From an optimization exercise on the open Yosys and OpenROAD flow, aimed at small area and few clock cycles; shortcuts taken in it are not production practice.
In this exercise RTL edits were held to simulation tests only and were not proved equivalent to the original.
No activity file was given, so power comes from the tool's default toggle rates.

==> design.v <==
package rgbled_pkg;
  localparam int TICK_BITS_DEFAULT   = 10;
  localparam int QUEUE_DEPTH_DEFAULT = 2;
  localparam int CHAN_W     = 8;
  localparam int WORD_W     = 24;
  localparam int GAIN_W     = 16;
  localparam int SUM_W      = 10;
  localparam int HIGH_W     = 10;
  localparam int LOW_W      = 16;
  localparam int CFG_IDX_W  = 3;
  localparam int CFG_DATA_W = 16;
  localparam logic [CFG_IDX_W-1:0] REG_NORMALIZE = 3'd0;
  localparam logic [CFG_IDX_W-1:0] REG_GAIN      = 3'd1;
  localparam logic [CFG_IDX_W-1:0] REG_ONE_HIGH  = 3'd2;
  localparam logic [CFG_IDX_W-1:0] REG_ONE_LOW   = 3'd3;
  localparam logic [CFG_IDX_W-1:0] REG_ZERO_HIGH = 3'd4;
  localparam logic [CFG_IDX_W-1:0] REG_ZERO_LOW  = 3'd5;
  localparam logic [CFG_IDX_W-1:0] REG_LATCH_GAP = 3'd6;
  typedef struct packed {
    logic [WORD_W-1:0] word;
    logic              gap;
  } entry_t;
endpackage
import rgbled_pkg::*;
module rgb_led_serial_transmitter
#(
  parameter int TICK_BITS   = TICK_BITS_DEFAULT,
  parameter int QUEUE_DEPTH = QUEUE_DEPTH_DEFAULT
) (
  input  logic                  clk,
  input  logic                  rst,
  input  logic                  push,
  output logic                  full,
  input  logic [CHAN_W-1:0]     red,
  input  logic [CHAN_W-1:0]     green,
  input  logic [CHAN_W-1:0]     blue,
  input  logic                  end_of_frame,
  input  logic                  latch_request,
  output logic                  empty,
  input  logic                  pop,
  output logic                  bit_value,
  output logic [HIGH_W-1:0]     high_time,
  output logic [LOW_W-1:0]      low_time,
  output logic                  is_gap,
  output logic                  last_pulse,
  input  logic                  cfg_valid,
  output logic                  cfg_ready,
  input  logic [CFG_IDX_W-1:0]  cfg_index,
  input  logic [CFG_DATA_W-1:0] cfg_data
);
  logic                 normalize_enable;
  logic [GAIN_W-1:0]    global_gain;
  logic [TICK_BITS-1:0] one_high_ticks;
  logic [TICK_BITS-1:0] one_low_ticks;
  logic [TICK_BITS-1:0] zero_high_ticks;
  logic [TICK_BITS-1:0] zero_low_ticks;
  logic [LOW_W-1:0]     latch_gap_ticks;
  assign cfg_ready = 1'b1;
  logic [CFG_DATA_W-1:0] cfg_wd_lo, cfg_wd_gain, cfg_wd_oh, cfg_wd_ol, cfg_wd_zh,
                         cfg_wd_zl, cfg_wd_gap;
  logic [7:0]            cfg_we;
  assign cfg_wd_lo   = rst ? '0 : cfg_data;
  assign cfg_wd_gain = rst ? CFG_DATA_W'(256)  : cfg_data;
  assign cfg_wd_oh   = rst ? CFG_DATA_W'(80)   : cfg_data;
  assign cfg_wd_ol   = rst ? CFG_DATA_W'(30)   : cfg_data;
  assign cfg_wd_zh   = rst ? CFG_DATA_W'(30)   : cfg_data;
  assign cfg_wd_zl   = rst ? CFG_DATA_W'(80)   : cfg_data;
  assign cfg_wd_gap  = rst ? CFG_DATA_W'(5000) : cfg_data;
  for (genvar i = 0; i < 8; i++) begin : g_we
    assign cfg_we[i] = rst || (cfg_valid && cfg_index == CFG_IDX_W'(i));
  end
  always_ff @(posedge clk) begin
    if (cfg_we[REG_NORMALIZE]) normalize_enable <= cfg_wd_lo[0];
    if (cfg_we[REG_GAIN])      global_gain      <= cfg_wd_gain[GAIN_W-1:0];
    if (cfg_we[REG_ONE_HIGH])  one_high_ticks   <= cfg_wd_oh[TICK_BITS-1:0];
    if (cfg_we[REG_ONE_LOW])   one_low_ticks    <= cfg_wd_ol[TICK_BITS-1:0];
    if (cfg_we[REG_ZERO_HIGH]) zero_high_ticks  <= cfg_wd_zh[TICK_BITS-1:0];
    if (cfg_we[REG_ZERO_LOW])  zero_low_ticks   <= cfg_wd_zl[TICK_BITS-1:0];
    if (cfg_we[REG_LATCH_GAP]) latch_gap_ticks  <= cfg_wd_gap[LOW_W-1:0];
  end
  logic              raw_valid;
  logic [CHAN_W-1:0] raw_g, raw_r, raw_b;
  logic              raw_gap;
  logic              e_valid;      
  logic [1:0]        e_ch;         
  logic [2:0]        cnt;          
  logic              cnt_z;        
  logic              e_gap;        
  logic              m_nx;         
  logic              m_done;       
  logic [23:0]       prod;
  logic [SUM_W-1:0]  e_d;
  logic [SUM_W-1:0]  e_rem;
  logic              e_d0;         
  logic e_adv, c_zero, blue_end, pix_end, lock_nx, ld, ld_pix;
  logic free_step, step, accept, raw_done;
  assign e_adv    = e_valid && pop;
  assign c_zero   = cnt_z;
  assign blue_end = (e_ch == 2'd2) && c_zero;
  assign pix_end  = (e_ch == 2'd3) || (blue_end && !e_gap);
  assign lock_nx  = e_ch[1] ? m_nx : 1'b1;
  assign ld       = e_valid ? (e_adv && c_zero && !(blue_end && e_gap) && lock_nx)
                            : m_done;
  assign ld_pix   = ld && (!e_valid || pix_end);
  assign free_step = !e_valid && raw_valid && !m_done;
  always_comb begin
    if (ld) begin
      step = (!ld_pix && e_ch == 2'd1) ? raw_valid : 1'b1;
    end else if (!e_valid) begin
      step = free_step;
    end else begin
      step = e_adv && !c_zero && (e_ch != 2'd3) && lock_nx;
    end
  end
  assign raw_done = e_adv && (e_ch == 2'd1) && (cnt == 3'd7);
  assign full     = raw_valid && !raw_done;
  assign accept   = push && !full;
  always_ff @(posedge clk) begin
    if (rst) begin
      raw_valid <= 1'b0;
    end else if (accept) begin
      raw_valid <= 1'b1;
    end else if (raw_done) begin
      raw_valid <= 1'b0;
    end
  end
  always_ff @(posedge clk) begin
    if (accept) begin
      raw_g   <= green;
      raw_r   <= red;
      raw_b   <= blue;
      raw_gap <= end_of_frame && latch_request;
    end
  end
  logic [CHAN_W-1:0] m_x;
  logic              m_xb;
  always_comb begin
    logic [1:0] sel;    
    if (!e_valid) begin
      sel = m_done ? 2'd1 : 2'd0;                
    end else if (c_zero) begin
      sel = (e_ch == 2'd0) ? 2'd2 : (e_ch == 2'd1) ? 2'd0 : 2'd1;
    end else begin
      sel = (e_ch == 2'd0) ? 2'd1 : (e_ch == 2'd1) ? 2'd2 : 2'd0;
    end
    case (sel)
      2'd0:    m_x = raw_g;
      2'd1:    m_x = raw_r;
      default: m_x = raw_b;
    endcase
  end
  assign m_xb = m_x[cnt];
  logic [16:0] mc;
  logic [16:0] madd, msum;
  assign mc[0] = 1'b0;
  for (genvar i = 0; i < 16; i++) begin : g_mul
    assign madd[i]  = prod[8+i] ^ global_gain[i] ^ mc[i];
    assign mc[i+1]  = (prod[8+i] & global_gain[i]) | (prod[8+i] & mc[i]) | (global_gain[i] & mc[i]);
  end
  assign madd[16] = mc[16];
  assign msum     = m_xb ? (c_zero ? {1'b0, global_gain} : madd)
                         : (c_zero ? 17'd0 : {1'b0, prod[23:8]});
  logic lo_en;
  assign lo_en = step || ld || (e_adv && !c_zero);
  always_ff @(posedge clk) begin
    if (step) begin
      prod[23:8] <= msum[16:1];
    end
    if (lo_en) begin
      prod[7]    <= msum[0];
      prod[6:0]  <= ld ? {num[1], num[2], num[3], num[4], num[5], num[6], num[7]}
                       : prod[7:1];
    end
  end
  always_ff @(posedge clk) begin
    if (rst) begin
      m_done <= 1'b0;
    end else if (free_step && cnt == 3'd7) begin
      m_done <= 1'b1;
    end else if (ld) begin
      m_done <= 1'b0;
    end
  end
  logic [17:0] num;
  logic [18:0] nb;       
  assign nb[0] = !(|prod[7:0]);
  for (genvar i = 0; i < 16; i++) begin : g_num
    logic bn;
    assign bn      = !prod[i+8];
    assign num[i]  = prod[i] ^ bn ^ nb[i];
    assign nb[i+1] = (prod[i] & bn) | (prod[i] & nb[i]) | (bn & nb[i]);
  end
  assign num[16] = prod[16] ^ !nb[16];
  assign nb[17]  = prod[16] | nb[16];
  assign num[17] = prod[17] ^ !nb[17];
  assign nb[18]  = prod[17] | nb[17];
  logic num_big;
  assign num_big = (|prod[23:19]) || (prod[18] && (nb[16] || prod[17] || prod[16]));
  logic [7:0] s1, c1;
  logic [SUM_W-1:0] pix_sum, pix_d;
  logic [8:0] sc;
  for (genvar i = 0; i < 8; i++) begin : g_csa
    assign s1[i] = raw_g[i] ^ raw_r[i] ^ raw_b[i];
    assign c1[i] = (raw_g[i] & raw_r[i]) | (raw_g[i] & raw_b[i]) | (raw_r[i] & raw_b[i]);
  end
  assign pix_sum[0] = s1[0];
  assign sc[1]      = 1'b0;
  for (genvar i = 1; i < 8; i++) begin : g_sum
    assign pix_sum[i] = s1[i] ^ c1[i-1] ^ sc[i];
    assign sc[i+1]    = (s1[i] & c1[i-1]) | (s1[i] & sc[i]) | (c1[i-1] & sc[i]);
  end
  assign pix_sum[8] = c1[7] ^ sc[8];
  assign pix_sum[9] = c1[7] & sc[8];
  assign pix_d      = normalize_enable ? pix_sum : SUM_W'(255);
  logic        dbit;
  logic [10:0] rsh, dif;
  logic [11:0] dnb;
  logic        q_ge, q_bit;
  assign dbit = c_zero ? e_d0 : prod[0];   
  assign rsh  = {e_rem, dbit};
  assign dnb[0] = 1'b1;
  for (genvar i = 0; i < 11; i++) begin : g_div
    logic a, bn;
    assign a        = rsh[i];
    assign bn       = (i < 10) ? !e_d[i] : 1'b1;
    assign dif[i]   = a ^ bn ^ dnb[i];
    assign dnb[i+1] = (a & bn) | (a & dnb[i]) | (bn & dnb[i]);
  end
  assign q_ge  = dnb[11];
  assign q_bit = q_ge && (e_d != '0);
  always_ff @(posedge clk) begin
    if (rst) begin
      e_valid <= 1'b0;
      cnt     <= 3'd0;
      cnt_z   <= 1'b1;
    end else begin
      if (ld) begin
        e_valid <= 1'b1;
      end else if (e_adv && pix_end) begin
        e_valid <= 1'b0;
      end
      if (ld) begin
        cnt   <= 3'd1;
        cnt_z <= 1'b0;
      end else if (free_step || (e_adv && !c_zero)) begin
        cnt   <= {cnt[2] ^ (cnt[1] & cnt[0]), cnt[1] ^ cnt[0], !cnt[0]};
        cnt_z <= (cnt == 3'd7);
      end
    end
  end
  always_ff @(posedge clk) begin
    if (ld_pix) begin
      e_gap <= raw_gap;
      e_d   <= pix_d;
    end
    if (ld) begin
      e_ch  <= ld_pix ? 2'd0 : e_ch + 2'd1;
      m_nx  <= raw_valid;      
    end else if (e_adv && blue_end) begin
      e_ch  <= 2'd3;           
    end
    if (ld) begin
      e_rem <= num_big ? '1 : num[17:8];
      e_d0  <= num[0];
    end else if (e_adv) begin
      e_rem <= q_ge ? (dif[SUM_W-1:0] | {SUM_W{dif[SUM_W]}}) : rsh[SUM_W-1:0];
    end
  end
  assign empty      = !e_valid;
  assign is_gap     = (e_ch == 2'd3);
  assign bit_value  = !is_gap && q_bit;
  assign high_time  = is_gap ? '0 : (q_bit ? one_high_ticks : zero_high_ticks);
  assign low_time   = is_gap ? latch_gap_ticks
                             : LOW_W'(q_bit ? one_low_ticks : zero_low_ticks);
  assign last_pulse = is_gap || (blue_end && !e_gap);
endmodule
==> flow/run.sh <==
#!/bin/bash
# The standard layout, with the smallest buffer cell for the port buffers
# (every input and output port still gets its own buffer), and a clock tree
# of clkbuf_8 without dummy load cells.
set -euo pipefail
bash standard.sh 'BUFFER_PORTS_ARGS=-buffer_cell sky130_fd_sc_hd__buf_1' \
  'CTS_ARGS=-sink_clustering_enable -repair_clock_nets -dont_use_dummy_load -buf_list sky130_fd_sc_hd__clkbuf_8' \
  finish > standard.log 2>&1
==> standard.sh <==
#!/bin/bash
# synth_recipe.tcl (not shown) runs the flow's synth.tcl, then flattens the netlist and writes it again
# the make line also repeats each setting of config.mk as NAME=value (left out here)
make -C /OpenROAD-flow-scripts/flow DESIGN_CONFIG=/design/flow/config.mk WORK_HOME=/design/flow/orfs CLKGATE_MAP_FILE= SYNTH_SCRIPT=/design/flow/synth_recipe.tcl "${@:-finish}"
==> config.mk <==
export PLATFORM = sky130hd
export DESIGN_NAME = rgb_led_serial_transmitter
export DESIGN_NICKNAME = rgb_led_serial_transmitter
export VERILOG_FILES = /design/flow/design.v
export SDC_FILE = /design/flow/constraint.sdc
export NUM_CORES = 4
export LEC_CHECK = 0
export CAP_MARGIN = 20
export CORE_MARGIN = 2
export CORE_UTILIZATION = 70
export SLEW_MARGIN = 20
==> constraint.sdc <==
create_clock -name core_clock -period 8.0 [get_ports {clk}]
set_input_delay 1.6000 -clock core_clock [delete_from_list [all_inputs] [get_ports {clk}]]
set_output_delay 1.6000 -clock core_clock [all_outputs]
set_load 0.01 [all_outputs]
==> summary.md, run 1 <==
| Metric | Value |
|---|---|
| ANT nets after route | 0 |
| Run status | timing/DRC/antenna clean |
| GP Congestion | 0.871 |
| Clock Sinks | 154 |
| Cts-stage hold buffer count | 0 |
| CP delay by family, top | adder cells |
| Critical Path AT | 6.13 ns |
| # setup viols final | 0 |
| Starting Density | 70.9% |
| Post-synthesis register bit count | 154 |
| CTS tree | yes |
| MaxCap Viol Count | 0 |
| Cell Chain, Critical Path | mux2i_1, ha_1, fa_1, fa_1, fa_1, fa_1, fa_1, fa_1, fa_1, fa_1, fa_1, ha_2, a31oi_4, buf_6, mux2i_1, o21ai_0, buf_1 |
| Slew HR | 37.7% |
| Largest fanout on the critical path | 19 |
| Clock Latency Late Sink | 0.45 ns |
| Hold path endpoint | e_gap$_DFFE_PP_ |
| EDFF count, synth | 147 |
| Ports | 82 |
| Syn nets | 710 |
| Main flop type after synthesis | edfxtp_1 |
| Largest net degree at the start of global routing | 49 |
| Count of input and output buffers | 80 |
| Clock-pin slew of the registers on the worst-case setup and hold paths | 0.07 ns |
| Via density | 5.95 |
| Crit. Startpoint | prod[0]$_DFFE_PP_ |
| Setup TNS | 0 ns |
| Vias in the first global route | 4970 |
| # fillers | 718 |
| Synth area leader | edfxtp_1 |
| Share of layout cells above drive strength 1 | 8.52% |
| CP required | 6.40 ns |
| Dpl hpwl | 11200 um |
| Synth warnings | 1 |
| Max VDD drop | 164 uV |
| Share of flip-flops with an asynchronous set or reset | 0% |
| Die span in y | 111 um |
| Root Driver | clkbuf_8 |
| Cells after Synth | 594 |
| DR iter-0 viols | 452 |
| Slew @ Worst Pin | 0.935 ns |
| Reg-to-reg startpoint | prod[4]$_DFFE_PP_ |
| Row Count | 39 |
| CORE AREA | 11300 sq um |
| CP max stage cell | fa_1 |
| RSZ-0062 raised after global routing | false |
| First-pass GRT wire length | 25400 um |
| ANT cells | 0 |
| Post-Route WL | 15500 um |
| Die ar. | 12300 sq um |
| WHS Path Cells | 0 |
| Post-route DRC | 0 |
| Syn_area_per_cell | 13.5 sq um |
| Initial antenna violation count | 0 |
| Post-layout net count | 787 |
| DR vias | 4830 |
| Crit Reg-Reg Endpoint | e_rem[9]$_DFFE_PP_ |
| Reg2Reg Depth | 23 |
| HP Start | raw_gap$_DFFE_PP_ |
| Synthesized cell area | 8030 sq um |
| Post-Route Skew | 0.0220 ns |
| Clock buffer count from CTS | 17 |
| Final Hold Viols | 0 |
| Seq/Total Area, Yosys | 56.7% |
| WP buf/inv | 2 |
| Yosys top cell area share | 55.0% |
| CP Capture Type | output pin |
| Hold Path Class | register to register |
| CP dominant cell by count | fa_1 |
| Per-cell routed wire length | 19.1 um |
| Flop2flop setup slack | 0.30 ns |
| CP startpoint kind | register |
| Tot Pwr | 1.62 mW |
| Synth cell count leaders | edfxtp_1 (147), fa_1 (54), mux2i_1 (47) |
| Max stage delay on crit path | 0.41 ns |
| Layout overhead on the synthesized area | 8.57% |
| Die W | 111 um |
| Max Slew Vio Count | 0 |
| CTS Buffer Depth | 2 |
| Number of iterations in the first detailed-routing pass | 6 |
| Crit share post-route | 96.6% |
| PD cells | 186 nW/um^2 |
| Type of the worst setup path | register to output pin |
| Largest cells by area after synthesis | edfxtp_1 (55%), fa_1 (13%), mux2i_1 (5.9%) |
| Synth unique cells | 51 |
| Leakage | 3.21 nW |
| Total track usage | 27.0% |
| Most common cell in the netlist | edfxtp_1 |
| Final min period | 7.73 ns |
| Overflow after GRT | 0 |
| Max Freq | 129 MHz |
| H-tree levels | 4 |
==> state kept, by name, indices dropped and copies added (netlist names), 2 cells and up <==
signal           count
cnt                  3
e_ch                 2
e_d                 10
e_rem               10
global_gain         16
latch_gap_ticks     16
one_high_ticks      10
one_low_ticks       10
prod                24
raw_b                8
raw_g                8
raw_r                8
zero_high_ticks     10
zero_low_ticks      10
==> per-layer routing <==
| metal | share of wire [%] | routed length [um] | up-vias | GRT usage (%) |
|---|---|---|---|---|
| met3 | 5.6 | 871 | 38 | 5.19 |
| met4 | 3.1 | 488 | 0 | 12.0 |
| li1 | - | - | 2251 | - |
| met5 | 0 | 0 | - | 0 |
| met1 | 44 | 6810 | 2361 | 39.6 |
| met2 | 47 | 7340 | 180 | 40.4 |
==> worst max path at each step <==
stage	to	slack, ns	depth (start not counted)
after floorplan	e_rem[0]$_DFFE_PP_	0.64	23
after global routing	low_time[4]	0.001	17
after global placement	e_rem[9]$_DFFE_PP_	0.48	23
after CTS	low_time[8]	0.13	17
after detailed placement	e_rem[9]$_DFFE_PP_	0.25	23
final	low_time[8]	0.27	17
==> power breakdown <==
group	internal, mW	switching, mW
Combinational	0.0961	0.123
Clock	0.187	0.238
Sequential	0.945	0.0331
Total	1.23	0.394
==> final cells by class <==
type | instances | area [sq um] | area share [%]
clock buffers | 17 | 234 | 2.68
inverters | 44 | 165 | 1.89
multi-input cells | 365 | 3210 | 36.8
repair buffers | 89 | 373 | 4.28
well taps | 143 | 179 | 2.05
flip-flops and latches | 154 | 4550 | 52.3
==> cells in the final DEF (no fill, tap or decap), types with 11 or more instances in the layout <==
| master | Yosys | routed |
|---|---|---|
| ha_1 | 12 | 11 |
| edfxtp_1 | 147 | 147 |
| a21oi_1 | 12 | 12 |
| mux2i_1 | 47 | 47 |
| nand2b_1 | 11 | 11 |
| fa_1 | 54 | 52 |
| clkbuf_8 | 0 | 17 |
| o21ai_1 | 12 | 12 |
| buf_1 | 4 | 79 |
| inv_1 | 44 | 44 |
| nand2_1 | 22 | 22 |
| nor2b_1 | 29 | 29 |
| o21ai_0 | 18 | 18 |
| nand3_1 | 15 | 15 |
| nor2_1 | 39 | 37 |
| a31oi_1 | 12 | 11 |
| or2_2 | 12 | 12 |
==> through the flow <==
| step | instance area, sq um | setup slack (ns) | cells | util [%] | hold slack, ns |
|---|---|---|---|---|---|
| final | 8720 | 0.273 | 812 | 77.0 | 0.438 |
| after global routing | 8720 | 0.00138 | 812 | 77.0 | 0.454 |
| after CTS | 8670 | 0.133 | 810 | 76.6 | 0.437 |
| after detailed placement | 8440 | 0.252 | 793 | 74.5 | 0.420 |
| after global placement | 8440 | 0.480 | 793 | 74.5 | 0.406 |
| after floorplan | 8030 | 0.637 | 594 | - | 0.400 |
==> logic make-up (layout without fill, tap and decap cells) <==
| group | Yosys count | after routing | share of synthesized area [%] |
|---|---|---|---|
| AO/OA/AOI/OAI | 86 | 86 | 6.84 |
| XOR/XNOR | 2 | 2 | 0.218 |
| adder cells (fa/ha/maj) | 66 | 66 | 15.3 |
| buffers and inverters | 75 | 150 | 3.85 |
| flip-flops | 154 | 154 | 56.7 |
| multiplexers | 51 | 51 | 6.56 |
| other | 1 | 1 | 0.0467 |
| AND/OR/NAND/NOR | 159 | 159 | 10.4 |
==> what timing repair did <==
action / CTS / global route
buffers inserted: 0 / 2
endpoints found under the setup margin: 0 / 28
resized for setup: 0 / 7
Testbench counts, summed over its fixed seeds: cycles 30,912.
==> run 2, diff against run 1 <==
==> flow/run.sh (replaced) <==
#!/bin/bash
# The standard layout, with the smallest buffer cell for the port buffers
# (every input and output port still gets its own buffer), and a clock tree
# of clkbuf_4 without dummy load cells.
set -euo pipefail
bash standard.sh 'BUFFER_PORTS_ARGS=-buffer_cell sky130_fd_sc_hd__buf_1' \
  'CTS_ARGS=-sink_clustering_enable -repair_clock_nets -dont_use_dummy_load -buf_list sky130_fd_sc_hd__clkbuf_4' \
  finish > standard.log 2>&1
==> summary.md, run 2 <==
| Metric | Value |
|---|---|
| Post-layout net count | 788 |
| Synth cell count leaders | edfxtp_1 (147), fa_1 (54), mux2i_1 (47) |
| Clock buffer count from CTS | 17 |
| CTS Buffer Depth | 2 |
| Per-cell routed wire length | 19.1 um |
| Max VDD drop | 186 uV |
| Worst hold slack | 0.446 ns |
| Run status | timing/DRC/antenna clean |
| Slew HR | 37.1% |
| Post-route DRC | 0 |
| Most flop-heavy register | prod |
| Final Instance Count excl. Fillers | 813 |
| CTS tree | yes |
| Synthesized cell area | 8030 sq um |
| Clock Latency Late Sink | 0.56 ns |
| ANT cells | 0 |
| # fillers | 725 |
| H-tree levels | 4 |
| Share of layout cells above drive strength 1 | 8.96% |
| Post-synthesis register bit count | 154 |
| Seq pwr share | 64.3% |
| Final min period | 7.73 ns |
| Synth Area in Compound Gates | 6.84% |
| Largest register FFs | 24 |
| Switching power | 0.382 mW |
| CP required | 8.28 ns |
| Final Hold Viols | 0 |
| WP buf/inv | 2 |
| Commonest non-fill, non-tap cell in the layout | edfxtp_1 |
| Starting Density | 70.9% |
| Most common cell in the netlist | edfxtp_1 |
| Multi-input gate area | 3220 sq um |
| CP dominant cell by count | fa_1 |
| Via density | 6.00 |
| CP Capture Type | register |
| Part of the power in combinational logic | 14.5% |
| GP Congestion | 0.871 |
| # setup viols final | 0 |
| Initial antenna violation count | 0 |
| PD cells | 176 nW/um^2 |
| Max Slew Vio Count | 0 |
| Reg2Reg Depth | 23 |
| Type of the worst setup path | register to register |
| Clock-pin slew of the registers on the worst-case setup and hold paths | 0.11 ns |
| Overflow after GRT | 0 |
| MaxCap Viol Count | 0 |
| Main flop type after synthesis | edfxtp_1 |
| Largest family of logic cells by synthesized area | adder cells |
| Count of input and output buffers | 80 |
| CP max stage cell | edfxtp_1 |
| First-pass GRT wire length | 25400 um |
| Max stage delay on crit path | 0.46 ns |
| End point of the critical path | e_rem[9]$_DFFE_PP_ |
| Crit. Startpoint | prod[4]$_DFFE_PP_ |
| Hold Path Class | register to register |
| Tot Pwr | 1.52 mW |
| WP depth | 23 |
| Flop2flop setup slack | 0.27 ns |
| EDFF count, synth | 147 |
| Vias in the first global route | 4980 |
| Seq/Total Area, Yosys | 56.7% |
| Cells after Synth | 594 |
| Cts-stage hold buffer count | 0 |
| Yosys top cell area share | 55.0% |
| XOR/XNOR Fraction of Synth Area | 0.218% |
| Most frequent cells in the layout | edfxtp_1 (147), buf_1 (79), fa_1 (52) |
| Largest net degree at the start of global routing | 49 |
| Syn_area_per_cell | 13.5 sq um |
| Post-synthesis mux area share | 6.56% |
| Post-Route Skew | 0.0323 ns |
| Post-layout util | 76.3% |
| Max Freq | 129 MHz |
| DP Cell Count | 793 |
| Die ar. | 12300 sq um |
| Clock Sinks | 154 |
| Top flop regs | prod (24), global_gain (16), latch_gap_ticks (16) |
| CP startpoint kind | register |
| Cell Chain, Critical Path | nor4_2, nand2_1, fa_2, fa_1, fa_1, fa_1, fa_1, fa_1, fa_1, fa_1, fa_1, fa_2, fa_1, fa_1, fa_1, fa_1, fa_1, inv_1, fa_1, inv_1, ha_1, xnor2_2, a31oi_2 |
| Ports | 82 |
| ANT nets after route | 0 |
| Share of flip-flops with an asynchronous set or reset | 0% |
| Largest fanout on the critical path | 2 |
| DR vias | 4875 |
| Pint | 1.14 mW |
| Layout overhead on the synthesized area | 7.62% |
| Critical Path AT | 8.01 ns |
| Die W | 111 um |
| Number of iterations in the first detailed-routing pass | 5 |
| CORE AREA | 11300 sq um |
| Slew @ Worst Pin | 0.944 ns |
| Setup TNS | 0 ns |
| DR iter-0 viols | 465 |
| Root Driver | clkbuf_4 |
| Crit share post-route | 96.6% |
| RSZ-0062 raised after global routing | false |
| Storage cell area | 4550 sq um |
| Synth area leader | edfxtp_1 |
| Row Count | 39 |
| Syn nets | 710 |
| Largest cells by area after synthesis | edfxtp_1 (55%), fa_1 (13%), mux2i_1 (5.9%) |
| Sw Ratio | 25.1% |
| Die span in y | 111 um |
| CP delay by family, top | adder cells |
| Synth warnings | 1 |
| Crit Reg-Reg Endpoint | e_rem[9]$_DFFE_PP_ |
| Leakage | 3.18 nW |
| Clock Power Share | 21.2% |
| Total track usage | 27.1% |
| Reg-to-reg startpoint | prod[4]$_DFFE_PP_ |
| Post-Route WL | 15500 um |
| Synth Area in Simple Gates | 10.4% |
| Synth unique cells | 51 |
| Dpl hpwl | 11200 um |
| Adder-Cell Fraction of Synth Area | 15.3% |
-- run 2: final cells by class --
cell class / instances / share of cell area (%)
well taps: 143 / 2.07
multi-input cells: 365 / 37.3
flip-flops and latches: 154 / 52.7
repair buffers: 90 / 4.50
inverters: 44 / 1.91
clock buffers: 17 / 1.48
-- run 2: repair_timing --
action / 4_1_cts / 5_1_grt
buffers inserted: 0 / 3
pin swaps: 0 / 2
resized for setup: 1 / 11
endpoints found under the setup margin: 1 / 28
-- run 2: worst min path at each step --
stage | start | to | cells past startpoint
after floorplan | raw_gap$_DFFE_PP_ | e_gap$_DFFE_PP_ | 0
after global placement | raw_gap$_DFFE_PP_ | e_gap$_DFFE_PP_ | 0
after detailed placement | raw_gap$_DFFE_PP_ | e_gap$_DFFE_PP_ | 0
after CTS | raw_gap$_DFFE_PP_ | e_gap$_DFFE_PP_ | 0
after global routing | raw_gap$_DFFE_PP_ | e_gap$_DFFE_PP_ | 0
final | raw_gap$_DFFE_PP_ | e_gap$_DFFE_PP_ | 0
-- run 2: worst reg2reg max path: cells and delay by family, from the launching register on --
family,cells,cell delay [ns]
XOR/XNOR,1,0.15
flip-flops,1,0.46
AND/OR/NAND/NOR,2,0.41
adder cells (fa/ha/maj),17,6.17
buffers and inverters,2,0.13
AO/OA/AOI/OAI,1,0.11
-- run 2: cells by family after synthesis --
group / Yosys count
and+or+nand+nor: 159
adders and majority gates: 66
muxes: 51
other: 1
DFF: 154
xor gates and xnor gates: 2
AOI/OAI and AO/OA: 86
buffers and inverters: 75
-- run 2: power groups by stage --
stage               logic (mW)  registers [mW]  clock network (mW)
global route             0.249           0.984               0.360
detailed placement       0.216           0.996                   0
floorplan                0.157           0.983                   0
CTS                      0.218           0.977               0.328
finish                   0.220           0.977               0.322
global placement         0.206           0.992                   0
-- run 2: per-stage QoR --
stage / cell area (sq um) / worst slack, ns
floorplan: 8030 / 0.637
global placement: 8440 / 0.480
detailed placement: 8440 / 0.252
CTS: 8570 / 0.0796
global route: 8640 / 0.00492
finish: 8640 / 0.273
-- run 2: metal layers --
layer  track usage, %  vias up  part of all wire (%)
met5                0        -                     0
met4             12.3        0                   3.7
met3             5.69       42                   5.5
met2             40.2      190                    47
met1             39.7     2384                    44
li1                 -     2259                     -

[separate check: timing with driven ports]
How much do the figures lean on ideal ports? The routed layouts below were timed once more, with nothing changed but the port constraints. Step 1 sets driving cells, clkbuf_16 on the clock port and buf_2 on the other inputs (assumed; they add their load-dependent delay and slew). Step 2 adds t to the input delays and takes it off the output delays; t is the mean of the earliest and latest rising clock arrival at the registers after step 1. Input paths then give back, and output paths get back, about the clock's delay inside the block. Three values: ideal ports, drivers, drivers and shift; two values: the first two.
run | t, ns | setup slack, ns | worst setup path after step 2
run 1 | 0.474 | 0.273 / 0.238 / 0.304 | register to register
run 2 | 0.579 | 0.273 / 0.242 / 0.273 | register to register
After both steps setup and hold are still met in every run listed.
